Context: an optimization exercise on an open-source flow, tuned for small area and a short achievable clock period. The choices shown serve that exercise and are no tape-out recipe. Only simulation tests tie the RTL to the original design; equivalence was not proved. Power figures rest on the tool's default switching activity, not on a simulated workload.

==> v39 <==
==> flow/design.v <==
module sdram_host_responder #(
   parameter int unsigned ACK_LAT    = 3,
   parameter logic [22:0] FAULT_ADDR = 23'h000010,
   parameter logic [15:0] FAULT_XOR  = 16'h0001
) (
   input  logic        CLOCK_50,
   input  logic        RESET,
   input  logic [22:0] ADDR,
   input  logic        WR,
   input  logic        RD,
   input  logic [7:0]  LENGTH,
   input  logic [1:0]  DM,
   input  logic [15:0] DATAIN,
   output logic [15:0] DATAOUT,
   output logic        ACT,
   output logic        DONE,
   output logic        IN_REQ,
   output logic        OUT_VALID
);
   localparam logic [14:0] FA_HI   = FAULT_ADDR[22:8];
   localparam logic [14:0] FA_HIM1 = FAULT_ADDR[22:8] - 15'd1;
   localparam logic [7:0]  FA_LO   = FAULT_ADDR[7:0];
   logic       busy_q;                
   logic       w1_q, w2_q, act_q;     
   logic       wb_q, rb_q, rl_q;      
   logic       done_q, rel_q;
   logic       act_o, inreq_o, done_o, valid_o;
   logic [15:0] dout_o;
   logic       wr_q;
   logic [7:0] len_q;                 
   logic [1:0] dm_q;
   logic [7:0] lo_q;                  
   logic       hz_q, ho_q;            
   logic       req, last;
   logic       wb_d, rb_d, done_d;
   assign req    = WR | RD;
   assign last   = (len_q[7:1] == 7'd0);
   assign wb_d   = (act_q && wr_q) || (wb_q && !last);
   assign rb_d   = (act_q && !wr_q) || (rb_q && !last);
   assign done_d = (wb_q && last) || rl_q;
   always_ff @(posedge CLOCK_50 or posedge RESET) begin
      if (RESET) begin
         busy_q  <= 1'b0;
         w1_q    <= 1'b0;
         w2_q    <= 1'b0;
         act_q   <= 1'b0;
         wb_q    <= 1'b0;
         rb_q    <= 1'b0;
         rl_q    <= 1'b0;
         done_q  <= 1'b0;
         rel_q   <= 1'b0;
         act_o   <= 1'b0;
         inreq_o <= 1'b0;
         done_o  <= 1'b0;
         valid_o <= 1'b0;
      end else begin
         busy_q  <= busy_q ? !(rel_q && !req) : req;
         w1_q    <= !busy_q && req;
         w2_q    <= w1_q;
         act_q   <= w2_q;
         wb_q    <= wb_d;
         rb_q    <= rb_d;
         rl_q    <= rb_q && last;
         done_q  <= done_d;
         rel_q   <= done_q || (rel_q && req);
         act_o   <= w2_q;
         inreq_o <= wb_d;
         done_o  <= done_d;
         valid_o <= rb_q;
      end
   end
   always_ff @(posedge CLOCK_50) begin
      if (!busy_q) begin
         wr_q  <= WR;
         len_q <= LENGTH;
         dm_q  <= DM;
         lo_q  <= ADDR[7:0];
         hz_q  <= (ADDR[22:8] == FA_HI);
         ho_q  <= (ADDR[22:8] == FA_HIM1);
      end else if (wb_q || rb_q) begin
         len_q <= len_q - 8'd1;
      end
   end
   logic [2:0] ph;                    
   always_ff @(posedge CLOCK_50) ph <= ph + 3'd1;
   logic [2:0]  wj_q;                 
   logic [15:0] wx_q [4];
   logic [1:0]  wbe_q [4];
   logic [1:0]  be_in;
   logic [15:0] wx_in;
   logic [2:0]  phj;
   assign phj   = ph + wj_q;
   assign be_in = wb_q ? ~dm_q : 2'b00;
   assign wx_in = {be_in[1] ? ~(DATAIN[15:8] ^ {8{phj[2]}}) : 8'hFF,
                   be_in[0] ? ~(DATAIN[7:0]  ^ {8{phj[2]}}) : 8'hFF};
   always_ff @(posedge CLOCK_50) begin
      wx_q[0]  <= wx_in;
      wbe_q[0] <= be_in;
      for (int k = 1; k < 4; k++) begin
         wx_q[k]  <= (wj_q == 3'(4 - k)) ? wx_in : wx_q[k-1];
         wbe_q[k] <= (wj_q == 3'(4 - k)) ? be_in : wbe_q[k-1];
      end
   end
   logic [1:0] jm1;
   logic [7:0] wa0;
   logic [5:0] wptr_q, wptr_d;
   logic [7:0] wlo_q, whi_q;          
   assign jm1    = lo_q[1:0] - ph[1:0] + 2'd1;
   assign wa0    = lo_q - {6'd0, jm1} - 8'd1;
   assign wptr_d = act_q            ? wa0[7:2] :
                   (ph[1:0] == 2'd2) ? wptr_q + 6'd1 : wptr_q;
   always_ff @(posedge CLOCK_50) begin
      wptr_q <= wptr_d;
      if (act_q) wj_q <= {1'b0, jm1} + 3'd1;
      for (int b = 0; b < 8; b++) begin
         wlo_q[b] <= (wptr_d[2:0] == 3'(b));
         whi_q[b] <= (wptr_d[5:3] == 3'(b));
      end
   end
   logic [15:0] wx;
   logic [1:0]  wbe;
   assign wx  = wx_q[3];
   assign wbe = wbe_q[3];
   logic [15:0] s0 [64];
   logic [15:0] s1 [64];
   logic [15:0] s2 [64];
   logic [15:0] s3 [64];
   for (genvar r = 0; r < 64; r++) begin : g_ring
      logic hit, g_hi, g_lo;
      assign hit  = whi_q[r / 8] && wlo_q[r % 8];
      assign g_hi = hit && wbe[1];
      assign g_lo = hit && wbe[0];
      always_ff @(posedge CLOCK_50) begin
         s0[r][15:8] <= ~((s3[r][15:8] | {8{g_hi}}) & (wx[15:8] | {8{!hit}}));
         s0[r][7:0]  <= ~((s3[r][7:0]  | {8{g_lo}}) & (wx[7:0]  | {8{!hit}}));
         s1[r] <= s0[r];
         s2[r] <= s1[r];
         s3[r] <= s2[r];
      end
   end
   logic [5:0]  rptr_q, rptr_d, rr0;
   logic [63:0] rsel_q;
   logic [1:0]  dsel_q;
   logic [1:0]  ph1;
   logic        pol_q;                
   logic [15:0] tap, tapt;
   logic [15:0] p_q [1:3];
   logic [15:0] pd;
   logic [8:0]  oa_q, oa_d;           
   logic        fault_q;
   logic [15:0] fx;
   assign ph1    = ph[1:0] + 2'd1;
   assign rr0    = ADDR[7:2] - {5'd0, (ph1 > ADDR[1:0])};
   assign rptr_d = !busy_q           ? rr0 :
                   (ph[1:0] == 2'd3) ? rptr_q + 6'd1 : rptr_q;
   always_ff @(posedge CLOCK_50) begin
      pol_q  <= ph[2];
      rptr_q <= rptr_d;
      for (int r = 0; r < 64; r++) rsel_q[r] <= (rptr_d == 6'(r));
      if (!busy_q) dsel_q <= ph[1:0] - ADDR[1:0];
   end
   always_comb begin
      tap = '0;
      for (int r = 0; r < 64; r++)
         tap = tap | ({16{rsel_q[r]}} & s0[r]);
   end
   assign tapt = tap ^ {16{pol_q}};
   always_ff @(posedge CLOCK_50) begin
      p_q[1] <= tapt;
      p_q[2] <= p_q[1];
      p_q[3] <= p_q[2];
   end
   always_comb begin
      case (dsel_q)
         2'd1:    pd = p_q[1];
         2'd2:    pd = p_q[2];
         default: pd = p_q[3];
      endcase
   end
   assign oa_d = act_q ? {1'b0, lo_q} : rb_q ? oa_q + 9'd1 : oa_q;
   always_ff @(posedge CLOCK_50) begin
      oa_q    <= oa_d;
      fault_q <= (hz_q && oa_d == {1'b0, FA_LO}) || (ho_q && oa_d == {1'b1, FA_LO});
   end
   assign fx = fault_q ? FAULT_XOR : 16'h0000;
   always_ff @(posedge CLOCK_50 or posedge RESET) begin
      if (RESET)     dout_o <= '0;
      else if (rb_q) dout_o <= ((dsel_q == 2'd0) ? tapt : pd) ^ fx;
   end
   assign ACT       = act_o;
   assign IN_REQ    = inreq_o;
   assign DONE      = done_o;
   assign OUT_VALID = valid_o;
   assign DATAOUT   = dout_o;
endmodule
==> flow/run.sh <==
#!/bin/bash
# synth_recipe.tcl (not shown) runs the flow's synth.tcl, then flattens the netlist and writes it again
# the make line also repeats each setting of config.mk as NAME=value (left out here)
make -C /OpenROAD-flow-scripts/flow DESIGN_CONFIG=/design/flow/config.mk WORK_HOME=/design/flow/orfs CLKGATE_MAP_FILE= SYNTH_SCRIPT=/design/flow/synth_recipe.tcl finish
==> flow/config.mk <==
export PLATFORM = sky130hd
export DESIGN_NAME = sdram_host_responder
export DESIGN_NICKNAME = sdram_host_responder
export VERILOG_FILES = /design/flow/design.v
export SDC_FILE = /design/flow/constraint.sdc
export NUM_CORES = 4
export LEC_CHECK = 0
export CAP_MARGIN = 20
export CORE_MARGIN = 2
export CORE_UTILIZATION = 55
export CTS_CLUSTER_DIAMETER = 80
export CTS_CLUSTER_SIZE = 24
export SETUP_SLACK_MARGIN = 3.2
export SLEW_MARGIN = 20
==> flow/constraint.sdc <==
create_clock -name core_clock -period 5.8 [get_ports {CLOCK_50}]
set_input_delay 1.1600 -clock core_clock [delete_from_list [all_inputs] [get_ports {CLOCK_50}]]
set_output_delay 1.1600 -clock core_clock [all_outputs]
set_load 0.01 [all_outputs]
==> v36: changes against v39 <==
==> flow/design.v (replaced) <==
module sdram_host_responder #(
   parameter int unsigned ACK_LAT    = 3,
   parameter logic [22:0] FAULT_ADDR = 23'h000010,
   parameter logic [15:0] FAULT_XOR  = 16'h0001
) (
   input  logic        CLOCK_50,
   input  logic        RESET,
   input  logic [22:0] ADDR,
   input  logic        WR,
   input  logic        RD,
   input  logic [7:0]  LENGTH,
   input  logic [1:0]  DM,
   input  logic [15:0] DATAIN,
   output logic [15:0] DATAOUT,
   output logic        ACT,
   output logic        DONE,
   output logic        IN_REQ,
   output logic        OUT_VALID
);
   localparam logic [14:0] FA_HI   = FAULT_ADDR[22:8];
   localparam logic [14:0] FA_HIM1 = FAULT_ADDR[22:8] - 15'd1;
   localparam logic [7:0]  FA_LO   = FAULT_ADDR[7:0];
   logic       busy_q;                
   logic       w1_q, w2_q;            
   logic       w3w_q, w3r_q;          
   logic       wb_q, rb_q, rl_q;      
   logic       wl_q, rd2_q, rel_q;    
   logic       done_i;
   logic       act_o, inreq_o, done_o, valid_o;
   logic [15:0] dout_o;
   logic       wr_q;
   logic [7:0] len_q;                 
   logic [1:0] dm_q;
   logic [7:0] lo_q;                  
   logic       hz_q, ho_q;            
   logic       req, last;
   logic       wb_d, rb_d, done_d;
   assign req    = WR | RD;
   assign last   = (len_q[7:1] == 7'd0);
   assign wb_d   = w3w_q || (wb_q && !last);
   assign rb_d   = w3r_q || (rb_q && !last);
   assign done_d = (wb_q && last) || rl_q;
   assign done_i = wl_q || rd2_q;
   always_ff @(posedge CLOCK_50 or posedge RESET) begin
      if (RESET) begin
         busy_q  <= 1'b0;
         w1_q    <= 1'b0;
         w2_q    <= 1'b0;
         w3w_q   <= 1'b0;
         w3r_q   <= 1'b0;
         wb_q    <= 1'b0;
         rb_q    <= 1'b0;
         rl_q    <= 1'b0;
         wl_q    <= 1'b0;
         rd2_q   <= 1'b0;
         rel_q   <= 1'b0;
         act_o   <= 1'b0;
         inreq_o <= 1'b0;
         done_o  <= 1'b0;
         valid_o <= 1'b0;
      end else begin
         busy_q  <= busy_q ? !(rel_q && !req) : req;
         w1_q    <= !busy_q && req;
         w2_q    <= w1_q;
         w3w_q   <= w2_q && wr_q;
         w3r_q   <= w2_q && !wr_q;
         wb_q    <= wb_d;
         rb_q    <= rb_d;
         rl_q    <= rb_q && last;
         wl_q    <= wb_q && last;
         rd2_q   <= rl_q;
         rel_q   <= done_i || (rel_q && req);
         act_o   <= w2_q;
         inreq_o <= w3w_q || (inreq_o && !last);
         done_o  <= done_d;
         valid_o <= rb_q;
      end
   end
   always_ff @(posedge CLOCK_50) begin
      if (!busy_q) begin
         wr_q  <= WR;
         len_q <= LENGTH;
         dm_q  <= DM;
         lo_q  <= ADDR[7:0];
         hz_q  <= (ADDR[22:8] == FA_HI);
         ho_q  <= (ADDR[22:8] == FA_HIM1);
      end else if (wb_q || rb_q) begin
         len_q <= len_q - 8'd1;
      end
   end
   logic [2:0] ph;                    
   always_ff @(posedge CLOCK_50) ph <= ph + 3'd1;
   logic        rdmode;
   logic [15:0] tap;
   logic [2:0]  wj_q;                 
   logic [15:0] c_q [4];
   logic [1:0]  cb_q [4];
   logic [1:0]  be_in;
   logic [15:0] wx_in;
   logic [2:0]  phj;
   assign rdmode = busy_q && !wr_q;
   assign phj    = ph + wj_q;
   assign be_in  = wb_q ? ~dm_q : 2'b00;
   assign wx_in  = {be_in[1] ? ~(DATAIN[15:8] ^ {8{phj[2]}}) : 8'hFF,
                    be_in[0] ? ~(DATAIN[7:0]  ^ {8{phj[2]}}) : 8'hFF};
   always_ff @(posedge CLOCK_50) begin
      c_q[0]  <= rdmode ? tap : wx_in;
      cb_q[0] <= (wj_q == 3'd4) ? be_in : 2'b00;
      for (int k = 1; k < 3; k++) begin
         c_q[k]  <= (!rdmode && wj_q == 3'(4 - k)) ? wx_in : c_q[k-1];
         cb_q[k] <= (!rdmode && wj_q == 3'(4 - k)) ? be_in : cb_q[k-1];
      end
      c_q[3]  <= (!rdmode && wj_q == 3'd1) ? wx_in
                 : c_q[2] | {{8{!cb_q[2][1]}}, {8{!cb_q[2][0]}}};
      cb_q[3] <= (!rdmode && wj_q == 3'd1) ? be_in : cb_q[2];
   end
   logic [1:0] jm1;
   logic [7:0] wa0;
   logic [5:0] wptr_q, wptr_d;
   logic [7:0] wlo_q, whi_q;          
   assign jm1    = lo_q[1:0] - ph[1:0] + 2'd1;
   assign wa0    = lo_q - {6'd0, jm1} - 8'd1;
   assign wptr_d = w3w_q             ? wa0[7:2] :
                   (ph[1:0] == 2'd2) ? wptr_q + 6'd1 : wptr_q;
   always_ff @(posedge CLOCK_50) begin
      wptr_q <= wptr_d;
      if (w3w_q) wj_q <= {1'b0, jm1} + 3'd1;
      for (int b = 0; b < 8; b++) begin
         wlo_q[b] <= (wptr_d[2:0] == 3'(b));
         whi_q[b] <= (wptr_d[5:3] == 3'(b));
      end
   end
   logic [15:0] wx;
   logic [1:0]  wbe;
   assign wbe = cb_q[3];
   assign wx  = c_q[3];
   logic [15:0] s0 [64];
   logic [15:0] s1 [64];
   logic [15:0] s2 [64];
   logic [15:0] s3 [64];
   for (genvar r = 0; r < 64; r++) begin : g_ring
      logic hit, g_hi, g_lo;
      assign hit  = whi_q[r / 8] && wlo_q[r % 8];
      assign g_hi = hit && wbe[1];
      assign g_lo = hit && wbe[0];
      always_ff @(posedge CLOCK_50) begin
         s0[r][15:8] <= ~((s3[r][15:8] | {8{g_hi}}) & (wx[15:8] | {8{!hit}}));
         s0[r][7:0]  <= ~((s3[r][7:0]  | {8{g_lo}}) & (wx[7:0]  | {8{!hit}}));
         s1[r] <= s0[r];
         s2[r] <= s1[r];
         s3[r] <= s2[r];
      end
   end
   logic [63:0] rsel_q, rsel_d, adec, sel1;
   logic [1:0]  t0_q;
   logic [1:0]  ph1;
   logic        up, down, step;
   logic [15:0] rp_q [4];
   logic [15:0] rt, rtc;
   logic        pa_q, pb_q;           
   logic [15:0] pd;
   logic [8:0]  oa_q, oa_d;           
   logic        fault_d;
   logic [15:0] md_q, mf_q;           
   assign ph1  = ph[1:0] + 2'd1;
   assign up   = (ADDR[1:0] == 2'd3) && (ph1 == 2'd0);
   assign down = ({1'b0, ph1} > {1'b0, ADDR[1:0]} + 3'd1);
   assign step = (ph[1:0] == 2'd3);
   always_comb begin
      for (int r = 0; r < 64; r++) adec[r] = (ADDR[7:2] == 6'(r));
      for (int r = 0; r < 64; r++)
         rsel_d[r] = (!busy_q && !up && !down && adec[r]) ||
                     (!busy_q && up && adec[(r + 63) % 64]) ||
                     (!busy_q && down && adec[(r + 1) % 64]) ||
                     (busy_q && step && rsel_q[(r + 63) % 64]) || (busy_q && !step && rsel_q[r]);
      for (int r = 0; r < 64; r++) sel1[r] = busy_q ? rsel_q[r] : adec[r];
   end
   always_ff @(posedge CLOCK_50) begin
      rsel_q <= rsel_d;
      pa_q   <= ph[2];
      pb_q   <= pa_q;
      if (!busy_q) t0_q <= ADDR[1:0] - ph[1:0];
   end
   always_ff @(posedge CLOCK_50) begin
      for (int g = 0; g < 4; g++) begin
         logic [15:0] acc;
         acc = '0;
         for (int r = 16 * g; r < 16 * g + 16; r++) acc = acc | ({16{sel1[r]}} & s0[r]);
         rp_q[g] <= acc;
      end
   end
   assign rt  = rp_q[0] | rp_q[1] | rp_q[2] | rp_q[3];
   assign rtc = rt ^ {16{pb_q}};
   assign tap = rtc;
   always_comb begin
      case (t0_q)
         2'd0:    pd = c_q[2];
         2'd1:    pd = c_q[1];
         default: pd = c_q[0];
      endcase
   end
   assign oa_d    = w3r_q ? {1'b0, lo_q} : rb_q ? oa_q + 9'd1 : oa_q;
   assign fault_d = (hz_q && oa_d == {1'b0, FA_LO}) || (ho_q && oa_d == {1'b1, FA_LO});
   always_ff @(posedge CLOCK_50) begin
      oa_q <= oa_d;
      md_q <= {16{pa_q}} ^ (fault_d ? FAULT_XOR : 16'h0000);
      mf_q <= fault_d ? FAULT_XOR : 16'h0000;
   end
   always_ff @(posedge CLOCK_50 or posedge RESET) begin
      if (RESET)     dout_o <= '0;
      else if (rb_q) dout_o <= (t0_q == 2'd3) ? (rt ^ md_q) : (pd ^ mf_q);
   end
   assign ACT       = act_o;
   assign IN_REQ    = inreq_o;
   assign DONE      = done_o;
   assign OUT_VALID = valid_o;
   assign DATAOUT   = dout_o;
endmodule
Settings changed: PLACE_DENSITY from default to 0.7.
==> summary of the runs <==
Between v39 and v36, the lower sequential power is in v36 (gap about 8%, measured against v36). Between v39 and v36, the lower first-iteration DRC count is in v36 (gap about 40%, measured against v36). Of v36 and v39, v39 has the higher non-clock buffer count (gap 93). Between v36 and v39, the lower area after synthesis is in v39 (gap 2.1%, measured against v39). Of v36 and v39, v36 has the higher setup slack (gap 310 ps). In v39 the routed wire length is higher than in v36, by 32%. Against v36, the critical path depth of v39 is lower by 3. Combinational power: v39 is higher than v36 (3.4%). Clock skew: v39 is lower than v36 (11 ps).

what the ideal ports hide:
Ports are ideal in the flow. The routed layouts listed here were re-timed in OpenROAD. Step 1, drivers: a clkbuf_16 drives CLOCK_50 and a buf_2 each remaining input, both assumed. Step 2 moves the port delays by t, midway between the first and last clock arrival at a register: inputs arrive t later, outputs are due t later. That takes back most of the time a late clock gives input paths. a / b / c = no drivers / after step 1 / after step 2; a / b = the first two.
| run | t, ns | setup slack, ns | worst setup path after step 2 |
|---|---|---|---|
| v39 | 0.972 | 2.827 / 2.827 / 2.104 | input to register |
| v36 | 0.967 | 3.134 / 3.116 / 2.212 | input to register |
After both steps every run listed still meets setup and hold. The setup slack of v36, which loses most, moves by -0.018 ns with the drivers and by -0.922 ns with both steps.
